This design comes from an exercise in tuning for small area and few clock cycles on the open sky130 flow, not from production work.
No functional check of the RTL was part of this run.
Power is estimated from default activity; no workload was simulated.

===== flow/constraint.sdc =====
create_clock -name core_clock -period 5.0 [get_ports {i_clk}]
set_input_delay 1.0000 -clock core_clock [delete_from_list [all_inputs] [get_ports {i_clk}]]
set_output_delay 1.0000 -clock core_clock [all_outputs]
set_load 0.01 [all_outputs]

===== flow/flow/run.sh =====
#!/bin/bash
# Standard layout, with the smallest buffer on the ports and no dummy
# loads in the clock tree.
set -euo pipefail
export BUFFER_PORTS_ARGS="-buffer_cell sky130_fd_sc_hd__buf_1"
export CTS_ARGS="-sink_clustering_enable -repair_clock_nets -sink_clustering_size 20 -sink_clustering_max_diameter 60 -buf_list sky130_fd_sc_hd__clkbuf_8 -dont_use_dummy_load"
bash standard.sh > standard_flow.log 2>&1

===== flow/standard.sh =====
#!/bin/bash
# synth_recipe.tcl (not shown) runs the flow's synth.tcl, then flattens the netlist and writes it again
# the make line also repeats each setting of config.mk as NAME=value (left out here)
make -C /OpenROAD-flow-scripts/flow DESIGN_CONFIG=/design/flow/config.mk WORK_HOME=/design/flow/orfs CLKGATE_MAP_FILE= SYNTH_SCRIPT=/design/flow/synth_recipe.tcl "${@:-finish}"

===== flow/design.v =====
`default_nettype none
package tile_pkg;
    localparam int PIXEL_W = 8;
    localparam int DEF_CHANNELS = 3;
    localparam int DEF_WIDTH    = 10;
    localparam int DEF_TILE     = 4;
    localparam int DEF_STRIDE   = 2;
    localparam logic [1:0] HS_IDLE         = 2'd0;
    localparam logic [1:0] HS_REQ          = 2'd1;
    localparam logic [1:0] HS_WAIT_ACK_LOW = 2'd2;
endpackage
`default_nettype wire
`timescale 1ns/100ps
`default_nettype none
import tile_pkg::*;
module row_buffer #(
    parameter int TD = 0,
    parameter int EW = 2 * PIXEL_W
) (
    input  wire logic                 i_clk,
    input  wire logic                 i_rst,
    input  wire logic                 i_clear,
    input  wire logic [1:0]           i_phase,
    input  wire logic                 i_in_valid,
    input  wire logic [EW-1:0]        i_in_data,
    output logic                      o_in_take,
    input  wire logic                 i_done,
    input  wire logic                 i_last,
    output logic                      o_settled,
    output logic [2*EW-1:0]           o_top,
    output logic [2*EW-1:0]           o_bottom
);
    logic [EW-1:0] top_q [0:1];
    logic [EW-1:0] bot_q [0:1];
    logic [EW-1:0] r_q   [0:2];
    logic [EW-1:0] s_q   [0:2];
    logic [1:0]    off_q;
    logic [1:0]    cnt_q;
    logic [2:0]    fill_q;
    logic [1:0]    pend_q;
    logic          filled;
    logic          aligned;
    logic          pop;
    logic          w_avail;
    logic [EW-1:0] w_data;
    logic          s_write;
    logic [1:0]    w_phase;
    assign filled  = (fill_q == 3'd7);
    assign aligned = (i_phase == off_q);
    assign pop     = aligned && (cnt_q != 2'd0) && (filled ? (pend_q != 2'd0) : 1'b1);
    always_comb begin
        case (cnt_q)
            2'd1:    w_phase = (off_q == 2'd0) ? 2'd2 : off_q - 2'd1;
            2'd2:    w_phase = (off_q == 2'd2) ? 2'd0 : off_q + 2'd1;
            default: w_phase = off_q;
        endcase
    end
    assign s_write = w_avail && (pop ? (cnt_q == 2'd3)
                                     : ((cnt_q != 2'd3) && (i_phase == w_phase)));
    localparam int TN = (TD > 0) ? TD : 1;
    logic [TN*EW-1:0] t_q;
    logic [TN-1:0]    tv_q;
    logic [TN-1:0]    t_load;
    logic [TN:0]      t_vac;
    always_comb begin
        t_vac[0] = s_write;
        for (int i = 0; i < TN - 1; i++) begin
            t_load[i]  = (!tv_q[i] || t_vac[i]) && tv_q[i+1];
            t_vac[i+1] = t_load[i];
        end
        t_load[TN-1] = (TD > 0) && i_in_valid && (!tv_q[TN-1] || t_vac[TN-1]);
        t_vac[TN]    = 1'b0;
    end
    always_ff @(posedge i_clk or posedge i_rst) begin
        if (i_rst) begin
            tv_q <= '0;
        end else if (i_clear) begin
            tv_q <= '0;
        end else begin
            for (int i = 0; i < TN; i++) begin
                tv_q[i] <= (tv_q[i] && !t_vac[i]) || t_load[i];
            end
        end
    end
    always_ff @(posedge i_clk) begin
        for (int i = 0; i < TN - 1; i++) begin
            if (t_load[i]) begin
                t_q[i*EW +: EW] <= t_q[(i+1)*EW +: EW];
            end
        end
        if (t_load[TN-1]) begin
            t_q[(TN-1)*EW +: EW] <= i_in_data;
        end
    end
    assign w_avail   = (TD > 0) ? tv_q[0] : i_in_valid;
    assign w_data    = (TD > 0) ? t_q[EW-1:0] : i_in_data;
    assign o_in_take = (TD > 0) ? t_load[TN-1] : s_write;
    always_ff @(posedge i_clk or posedge i_rst) begin
        if (i_rst) begin
            off_q  <= '0;
            cnt_q  <= '0;
            fill_q <= '0;
            pend_q <= '0;
        end else if (i_clear) begin
            off_q  <= '0;
            cnt_q  <= '0;
            fill_q <= '0;
            pend_q <= '0;
        end else begin
            if (pop) begin
                off_q <= (off_q == 2'd0) ? 2'd2 : off_q - 2'd1;
                if (!filled) begin
                    fill_q <= fill_q + 3'd1;
                end
            end
            if (pop && !s_write) begin
                cnt_q <= cnt_q - 2'd1;
            end else if (!pop && s_write) begin
                cnt_q <= cnt_q + 2'd1;
            end
            pend_q <= pend_q + (i_done ? (i_last ? 2'd2 : 2'd1) : 2'd0)
                             - ((pop && filled) ? 2'd1 : 2'd0);
        end
    end
    always_ff @(posedge i_clk) begin
        if (pop) begin
            top_q[0] <= top_q[1];
            top_q[1] <= r_q[0];
            bot_q[0] <= bot_q[1];
            bot_q[1] <= s_q[0];
        end
        r_q[0] <= r_q[2];
        r_q[1] <= pop ? bot_q[0] : r_q[0];
        r_q[2] <= r_q[1];
        s_q[0] <= s_q[2];
        s_q[1] <= s_write ? w_data : s_q[0];
        s_q[2] <= s_q[1];
    end
    assign o_settled = filled && ((pend_q == 2'd0) || ((pend_q == 2'd1) && pop));
    assign o_top     = {top_q[1], top_q[0]};
    assign o_bottom  = {bot_q[1], bot_q[0]};
endmodule
`default_nettype wire
`timescale 1ns/100ps
`default_nettype none
import tile_pkg::*;
module row_bank #(
    parameter int CHANNELS = DEF_CHANNELS,
    parameter int TILE     = DEF_TILE,
    parameter int TD_E0    = 3,
    parameter int TD_E1    = 1
) (
    input  wire logic                                   i_clk,
    input  wire logic                                   i_rst,
    input  wire logic                                   i_clear,
    input  wire logic [1:0]                             i_phase,
    input  wire logic                                   i_in_valid,
    input  wire logic [1:0]                             i_in_ch,
    input  wire logic                                   i_in_par,
    input  wire logic [2*PIXEL_W-1:0]                   i_in_data,
    output logic                                        o_in_take,
    input  wire logic                                   i_done,
    input  wire logic                                   i_last,
    output logic                                        o_settled,
    output logic      [CHANNELS*TILE*TILE*PIXEL_W-1:0]  o_tile
);
    localparam int EW = 2 * PIXEL_W;
    logic [2*CHANNELS-1:0] take;
    logic [2*CHANNELS-1:0] settled;
    for (genvar p = 0; p < 2; p++) begin : g_par
        for (genvar ch = 0; ch < CHANNELS; ch++) begin : g_ch
            localparam int Q  = p * CHANNELS + ch;
            localparam int TD = (p == 1) ? 0 : (ch == 0) ? TD_E0 : (ch == 1) ? TD_E1 : 0;
            logic [2*EW-1:0] top;
            logic [2*EW-1:0] bottom;
            row_buffer #(
                .TD (TD),
                .EW (EW)
            ) u_q (
                .i_clk      (i_clk),
                .i_rst      (i_rst),
                .i_clear    (i_clear),
                .i_phase    (i_phase),
                .i_in_valid (i_in_valid && (i_in_par == p[0]) && (i_in_ch == ch[1:0])),
                .i_in_data  (i_in_data),
                .o_in_take  (take[Q]),
                .i_done     (i_done),
                .i_last     (i_last),
                .o_settled  (settled[Q]),
                .o_top      (top),
                .o_bottom   (bottom)
            );
            assign o_tile[((ch*TILE + p)*TILE)*PIXEL_W +: 2*EW]     = top;
            assign o_tile[((ch*TILE + p + 2)*TILE)*PIXEL_W +: 2*EW] = bottom;
        end
    end
    assign o_in_take = |take;
    assign o_settled = &settled;
endmodule
`default_nettype wire
`timescale 1ns/100ps
`default_nettype none
import tile_pkg::*;
module bank_sequencer #(
    parameter int CHANNELS = DEF_CHANNELS,
    parameter int WIDTH    = DEF_WIDTH
) (
    input  wire logic                   i_clk,
    input  wire logic                   i_rst,
    input  wire logic                   i_restart,
    input  wire logic [PIXEL_W-1:0]     i_pixel,
    input  wire logic                   i_pixel_valid,
    output logic                        o_pixel_ready,
    output logic                        o_hold_valid,
    output logic [1:0]                  o_hold_ch,
    output logic                        o_hold_par,
    output logic [2*PIXEL_W-1:0]        o_hold_data,
    input  wire logic                   i_hold_take,
    output logic                        o_band_set
);
    logic [$clog2(WIDTH)-1:0] col_q;
    logic [1:0]               ch_q;
    logic                     par_q;
    logic                     primed_q;
    logic [PIXEL_W-1:0]       even_q;
    logic                     hold_v_q;
    logic [1:0]               hold_ch_q;
    logic                     hold_par_q;
    logic [2*PIXEL_W-1:0]     hold_q;
    logic accept;
    logic row_end;
    assign o_pixel_ready = !col_q[0] || !hold_v_q || i_hold_take;
    assign accept        = i_pixel_valid && o_pixel_ready && !i_restart;
    assign row_end       = accept && (col_q == WIDTH - 1) && (ch_q == CHANNELS - 1);
    assign o_band_set    = row_end && par_q && primed_q;
    assign o_hold_valid = hold_v_q;
    assign o_hold_ch    = hold_ch_q;
    assign o_hold_par   = hold_par_q;
    assign o_hold_data  = hold_q;
    always_ff @(posedge i_clk) begin
        if (accept && !col_q[0]) begin
            even_q <= i_pixel;
        end
        if (accept && col_q[0]) begin
            hold_q     <= {i_pixel, even_q};
            hold_ch_q  <= ch_q;
            hold_par_q <= par_q;
        end
    end
    always_ff @(posedge i_clk or posedge i_rst) begin
        if (i_rst) begin
            col_q    <= '0;
            ch_q     <= '0;
            par_q    <= 1'b0;
            primed_q <= 1'b0;
            hold_v_q <= 1'b0;
        end else if (i_restart) begin
            col_q    <= '0;
            ch_q     <= '0;
            par_q    <= 1'b0;
            primed_q <= 1'b0;
            hold_v_q <= 1'b0;
        end else begin
            if (accept && col_q[0]) begin
                hold_v_q <= 1'b1;
            end else if (i_hold_take) begin
                hold_v_q <= 1'b0;
            end
            if (accept) begin
                if (col_q == WIDTH - 1) begin
                    col_q <= '0;
                    if (ch_q == CHANNELS - 1) begin
                        ch_q  <= '0;
                        par_q <= !par_q;
                        if (par_q) begin
                            primed_q <= 1'b1;
                        end
                    end else begin
                        ch_q <= ch_q + 1'b1;
                    end
                end else begin
                    col_q <= col_q + 1'b1;
                end
            end
        end
    end
endmodule
`default_nettype wire
`timescale 1ns/100ps
`default_nettype none
import tile_pkg::*;
module tile_assembler (
    input  wire logic   i_clk,
    input  wire logic   i_rst,
    input  wire logic   i_restart,
    input  wire logic   i_band_set,
    input  wire logic   i_settled,
    output logic        o_done,
    output logic        o_last,
    output logic [1:0]  o_phase,
    output logic        o_tile_req,
    input  wire logic   i_tile_ack
);
    logic [1:0] state_q;
    logic [1:0] step_q;
    logic       owed_q;
    logic [1:0] phase_q;
    logic       ready;
    assign o_done  = (state_q == HS_REQ) && i_tile_ack;
    assign o_last  = (step_q == 2'd3);
    assign o_phase = phase_q;
    assign ready   = (owed_q || i_band_set) && i_settled;
    always_ff @(posedge i_clk or posedge i_rst) begin
        if (i_rst) begin
            state_q <= HS_IDLE;
            step_q  <= '0;
            owed_q  <= 1'b0;
            phase_q <= '0;
        end else begin
            phase_q <= (phase_q == 2'd2) ? 2'd0 : phase_q + 2'd1;
            if (i_restart) begin
                step_q <= '0;
            end else if (o_done) begin
                step_q <= step_q + 1'b1;
            end
            if (i_restart) begin
                owed_q <= 1'b0;
            end else if (i_band_set) begin
                owed_q <= 1'b1;
            end else if (o_done && o_last) begin
                owed_q <= 1'b0;
            end
            case (state_q)
                HS_IDLE: begin
                    if (ready && !i_tile_ack) begin
                        state_q <= HS_REQ;
                    end
                end
                HS_REQ: begin
                    if (i_tile_ack) begin
                        state_q <= HS_WAIT_ACK_LOW;
                    end
                end
                HS_WAIT_ACK_LOW: begin
                    if (!i_tile_ack) begin
                        state_q <= ready ? HS_REQ : HS_IDLE;
                    end
                end
                default: state_q <= HS_IDLE;
            endcase
        end
    end
    assign o_tile_req = (state_q == HS_REQ);
endmodule
`default_nettype wire
`timescale 1ns/100ps
`default_nettype none
import tile_pkg::*;
module tile_window_unit #(
    parameter int CHANNELS = DEF_CHANNELS,
    parameter int WIDTH    = DEF_WIDTH,
    parameter int TILE     = DEF_TILE,
    parameter int STRIDE   = DEF_STRIDE
) (
    input  wire logic                                   i_clk,
    input  wire logic                                   i_rst,
    input  wire logic                                   i_restart,
    input  wire logic [PIXEL_W-1:0]                     i_pixel,
    input  wire logic                                   i_pixel_valid,
    output logic                                        o_pixel_ready,
    output logic      [CHANNELS*TILE*TILE*PIXEL_W-1:0]  o_tile,
    output logic                                        o_tile_req,
    input  wire logic                                   i_tile_ack
);
    logic                 hold_valid;
    logic [1:0]           hold_ch;
    logic                 hold_par;
    logic [2*PIXEL_W-1:0] hold_data;
    logic                 hold_take;
    logic                 band_set;
    logic                 settled;
    logic                 done;
    logic                 last;
    logic [1:0]           phase;
    bank_sequencer #(
        .CHANNELS (CHANNELS),
        .WIDTH    (WIDTH)
    ) u_sequencer (
        .i_clk         (i_clk),
        .i_rst         (i_rst),
        .i_restart     (i_restart),
        .i_pixel       (i_pixel),
        .i_pixel_valid (i_pixel_valid),
        .o_pixel_ready (o_pixel_ready),
        .o_hold_valid  (hold_valid),
        .o_hold_ch     (hold_ch),
        .o_hold_par    (hold_par),
        .o_hold_data   (hold_data),
        .i_hold_take   (hold_take),
        .o_band_set    (band_set)
    );
    row_bank #(
        .CHANNELS (CHANNELS),
        .TILE     (TILE)
    ) u_row_bank (
        .i_clk      (i_clk),
        .i_rst      (i_rst),
        .i_clear    (i_restart),
        .i_phase    (phase),
        .i_in_valid (hold_valid),
        .i_in_ch    (hold_ch),
        .i_in_par   (hold_par),
        .i_in_data  (hold_data),
        .o_in_take  (hold_take),
        .i_done     (done),
        .i_last     (last),
        .o_settled  (settled),
        .o_tile     (o_tile)
    );
    tile_assembler u_assembler (
        .i_clk      (i_clk),
        .i_rst      (i_rst),
        .i_restart  (i_restart),
        .i_band_set (band_set),
        .i_settled  (settled),
        .o_done     (done),
        .o_last     (last),
        .o_phase    (phase),
        .o_tile_req (o_tile_req),
        .i_tile_ack (i_tile_ack)
    );
endmodule
`default_nettype wire

===== flow/config.mk =====
export PLATFORM = sky130hd
export DESIGN_NAME = tile_window_unit
export DESIGN_NICKNAME = tile_window_unit
export VERILOG_FILES = /design/flow/design.v
export SDC_FILE = /design/flow/constraint.sdc
export NUM_CORES = 4
export LEC_CHECK = 0
export ABC_AREA = 1
export CAP_MARGIN = 20
export CORE_MARGIN = 2
export CORE_UTILIZATION = 70
export CTS_BUF_LIST = sky130_fd_sc_hd__clkbuf_8
export CTS_CLUSTER_DIAMETER = 60
export CTS_CLUSTER_SIZE = 20
export SLEW_MARGIN = 20

==> flow_summary.yaml <==
setup_path:
  endpoint_kind: "output pin"
  r2r_slack_ns: 1.33
  critical_path_class: "flip-flop to output pin"
  cp.arrival_ns: 3.38
  crit_family: "simple AND/OR/NAND/NOR gates"
  crit_required_ns: 4.00
  critPathMaxStageDelay_ns: 0.37
  crit_slowest_cell: "dfrtp_1"
  worstPathCellList: "ha_1 > ha_1 > inv_1 > or2_2 > nor2_1 > nor2_4 > inv_2 > o21ai_2 > nand2_4 > nand3_2 > nor2_4 > nand3_4 > buf_1"
  crit_fanout: 33
  worstReg2RegStart: "u_assembler.phase_q[1]$_DFF_PP0_"
  startpoint_type: "flip-flop"
  critPathBufInv: 3
  rr_worst_depth: 14
  r2r-end: "u_sequencer.hold_q[12]$_DFFE_PP_"
route:
  dr.pass1.iters: 7
  vias: 17634
  via_per_inst: 5.233
  wl_per_cell_um: 17.97
  routed_wl_um: 60550
  ant_nets: 0
  remaining_drc_errors: 0
  drt_iter0_drc: 1407
clock_tree:
  numClockSinks: 1125
  cts-htree-levels: 3
  clkTransAtPathRegs_ns: 0.11
  cts.repair_timing.setup_buffer_count: 0
  clockBufferDepth: 3
  cts-root-buf: "clkbuf_8"
  ctsResizeCount: 0
  worstSkewPairLatency_ns: 0.68
  cts_made_buffers: 67
  ctsHoldBuffers: 0
  cts_tree: "built"
sta:
  tightest_slew_ns: 1.010
  max_slew_margin: 0.3269
  finalHoldViolations: 0
  holdWs_ns: 0.3096
  setup_tns_ns: 0
  grt_setup_unrepaired: "no"
  drv_slew: 0
  max_freq_ghz: 0.2283
  finClkSkew_ns: 0.06066
  period_minus_slack_ns: 4.379
  min_period_over_period: 0.8759
  finalSetupViolations: 0
min_path:
  hold_depth: 0
  hold_start: "u_row_bank.g_par[1].g_ch[2].u_q.s_q[1][2]$_DFF_P_"
  hold_path_class: "flip-flop to flip-flop"
  min_to: "u_row_bank.g_par[1].g_ch[2].u_q.s_q[2][2]$_DFF_P_"
yosys:
  synth_cells: 2326
  synth_cell_types: 38
  synthesis.area_um2: 33450
  syn_nets: 2408
  ys.flop_type: "dfxtp_1"
  synthTopCellsByArea: "edfxtp_1 43%, dfxtp_1 34%, nand2_1 6.8%"
  synth_most_common_cell: "nand2_1"
  synth_top_area_frac: 0.4264
  synth-seq-area-share: 0.8265
  synthTopCellsByCount: "606 x nand2_1, 576 x dfxtp_1, 475 x edfxtp_1, 117 x inv_1, 100 x o21ai_0"
  synth-warning-count: 17
  ys_ff_latch: 1125
  synth_area_leader_cell: "edfxtp_1"
  async_reset_ff_frac: 0.06578
  synth_edf_count: 475
  postSynthAreaPerCell_um2: 14.38
place:
  port_buffers: 398
  gp_congestion: 0.8785
  hpwl_um: 41090
die:
  num_io_pins: 399
  die_h_um: 222.6
  fp.dieW_um: 222.6
  die-area_um2: 49550
  core_area_um2: 47450
  initial_utilization: 0.7051
  std_cell_rows: 80
global_routing:
  grt_pass1_wl_um: 92740
  grt_usage: 0.2445
  grt_start_max_net_pins: 86
  grt-ovfl-total: 0
  antenna_found_initial: 2
  first_global_vias: 17045
cells_and_area:
  fin_nets: 2838
  area_delta_synth_final_pct: 9.354
  nFillCells: 2954
  drive_gt1_frac: 0.05447
flow_run:
  cap_violations: 0
power:
  ir_worst_vdd_v: 0.0004126
  power_density_nw_per_um2: 530.5
  leakage_uw: 0.01431
  p_total_uw: 19410
status:
  outcome: "no timing/DRC/antenna violations"
-- layout make-up --
class / count / area (um2) / area share
diodes: 1 / 2.502 / 0.00006841
clock buffers: 67 / 922.1 / 0.02521
inverters: 130 / 490.5 / 0.01341
multi-input cells: 1018 / 5115 / 0.1398
flip-flops and latches: 1125 / 27650 / 0.7558
well taps: 615 / 769.5 / 0.02104
repair buffers: 414 / 1635 / 0.04470
-- layout by cell type (no fill, tap or decap), types with 10 or more instances in the layout --
cell,count
a21oi_1,33
buf_1,397
buf_4,15
clkbuf_8,67
dfrtp_1,74
dfxtp_1,576
edfxtp_1,475
ha_1,69
inv_1,115
inv_2,13
nand2_1,606
nand3_1,65
nor2_1,45
o21ai_0,100
or2_2,10
xor2_1,12
-- stage by stage --
step	instances	setup WS, ns	util	cell area (um2)
final	3370	0.6205	0.7710	36580
after global routing	3370	0.3617	0.7710	36580
after CTS	3368	0.5380	0.7702	36540
after detailed placement	3301	1.180	0.7508	35620
after global placement	3301	1.369	0.7508	35620
after floorplan	2326	1.216	-	33450
-- layer usage --
metal  global-route usage  share of wire
met5                    0        0.00026
met4              0.08227          0.024
met3              0.04377          0.061
met2               0.3793           0.46
met1               0.3575           0.45
-- kinds of logic (layout without fill, tap and decap cells) --
kind of cell               Yosys count  after routing  synth area share
other                                0              1                 0
xor gates and xnor gates            24             24          0.006957
DFF                               1125           1125            0.8265
muxes                                1              1         0.0002992
and+or+nand+nor                    772            772           0.09508
buffers and inverters              183            611           0.02132
adders and majority gates           69             69           0.02581
AOI/OAI and AO/OA                  152            152           0.02409
-- how the worst max path moves through the flow --
stage	start	to	slack, ns	depth (start not counted)
2_1_floorplan	u_row_bank.g_par[1].g_ch[0].u_q.fill_q[0]$_DFFE_PP0P_	u_row_bank.g_par[1].g_ch[0].u_q.bot_q[0][0]$_DFFE_PP_	1.22	8
3_3_place_gp	u_row_bank.g_par[1].g_ch[0].u_q.fill_q[0]$_DFFE_PP0P_	o_pixel_ready	1.37	14
3_5_place_dp	u_assembler.phase_q[1]$_DFF_PP0_	u_sequencer.even_q[3]$_DFFE_PP_	1.18	12
4_1_cts	u_row_bank.g_par[0].g_ch[2].u_q.fill_q[0]$_DFFE_PP0P_	o_pixel_ready	0.54	13
5_1_grt	u_row_bank.g_par[1].g_ch[0].u_q.fill_q[0]$_DFFE_PP0P_	o_pixel_ready	0.36	14
6_report	u_row_bank.g_par[0].g_ch[2].u_q.fill_q[0]$_DFFE_PP0P_	o_pixel_ready	0.62	13
-- power breakdown --
part / switching (uW) / total [uW] / internal, uW / leakage, uW
combinational: 1680 / 2460 / 784 / 0.00365
clock: 2440 / 3660 / 1220 / 0.000482
sequential: 1060 / 13300 / 12200 / 0.0102
total: 5170 / 19400 / 14200 / 0.0143
-- state kept, by name (all words and copies together), names as in the netlist, 2 cells and up --
register                          flops
u_assembler.phase_q                   2
u_assembler.state_q                   2
u_assembler.step_q                    2
u_row_bank.g_par.g_ch.u_q.bot_q     192
u_row_bank.g_par.g_ch.u_q.cnt_q      12
u_row_bank.g_par.g_ch.u_q.fill_q     18
u_row_bank.g_par.g_ch.u_q.off_q      12
u_row_bank.g_par.g_ch.u_q.pend_q     12
u_row_bank.g_par.g_ch.u_q.r_q       288
u_row_bank.g_par.g_ch.u_q.s_q       288
u_row_bank.g_par.g_ch.u_q.t_q        64
u_row_bank.g_par.g_ch.u_q.top_q     192
u_row_bank.g_par.g_ch.u_q.tv_q        4
u_sequencer.ch_q                      2
u_sequencer.col_q                     4
u_sequencer.even_q                    8
u_sequencer.hold_ch_q                 2
u_sequencer.hold_q                   16

-- what the ideal ports hide --
In the flow no input, the clock included, has a driving cell. The finished layout below was timed again as built, in two steps.
Step 1 sets driving cells, clkbuf_16 on the clock port and buf_2 on the other inputs (assumed; they add their load-dependent delay and slew).
Step 2 moves the port delays by t, midway between the first and last clock arrival at a register: inputs arrive t later, outputs are due t later. That takes back most of the time a late clock gives input paths.
Three values: ideal, step 1, step 2; two values: the first two.
t, ns: 0.704
setup WS [ns]: 0.621 / 0.563 / 1.267
worst setup path after step 2: register to output
After both steps this run still meets setup and hold. For this run, drivers alone change the setup slack by -0.058 ns; drivers and shift together by +0.646 ns.
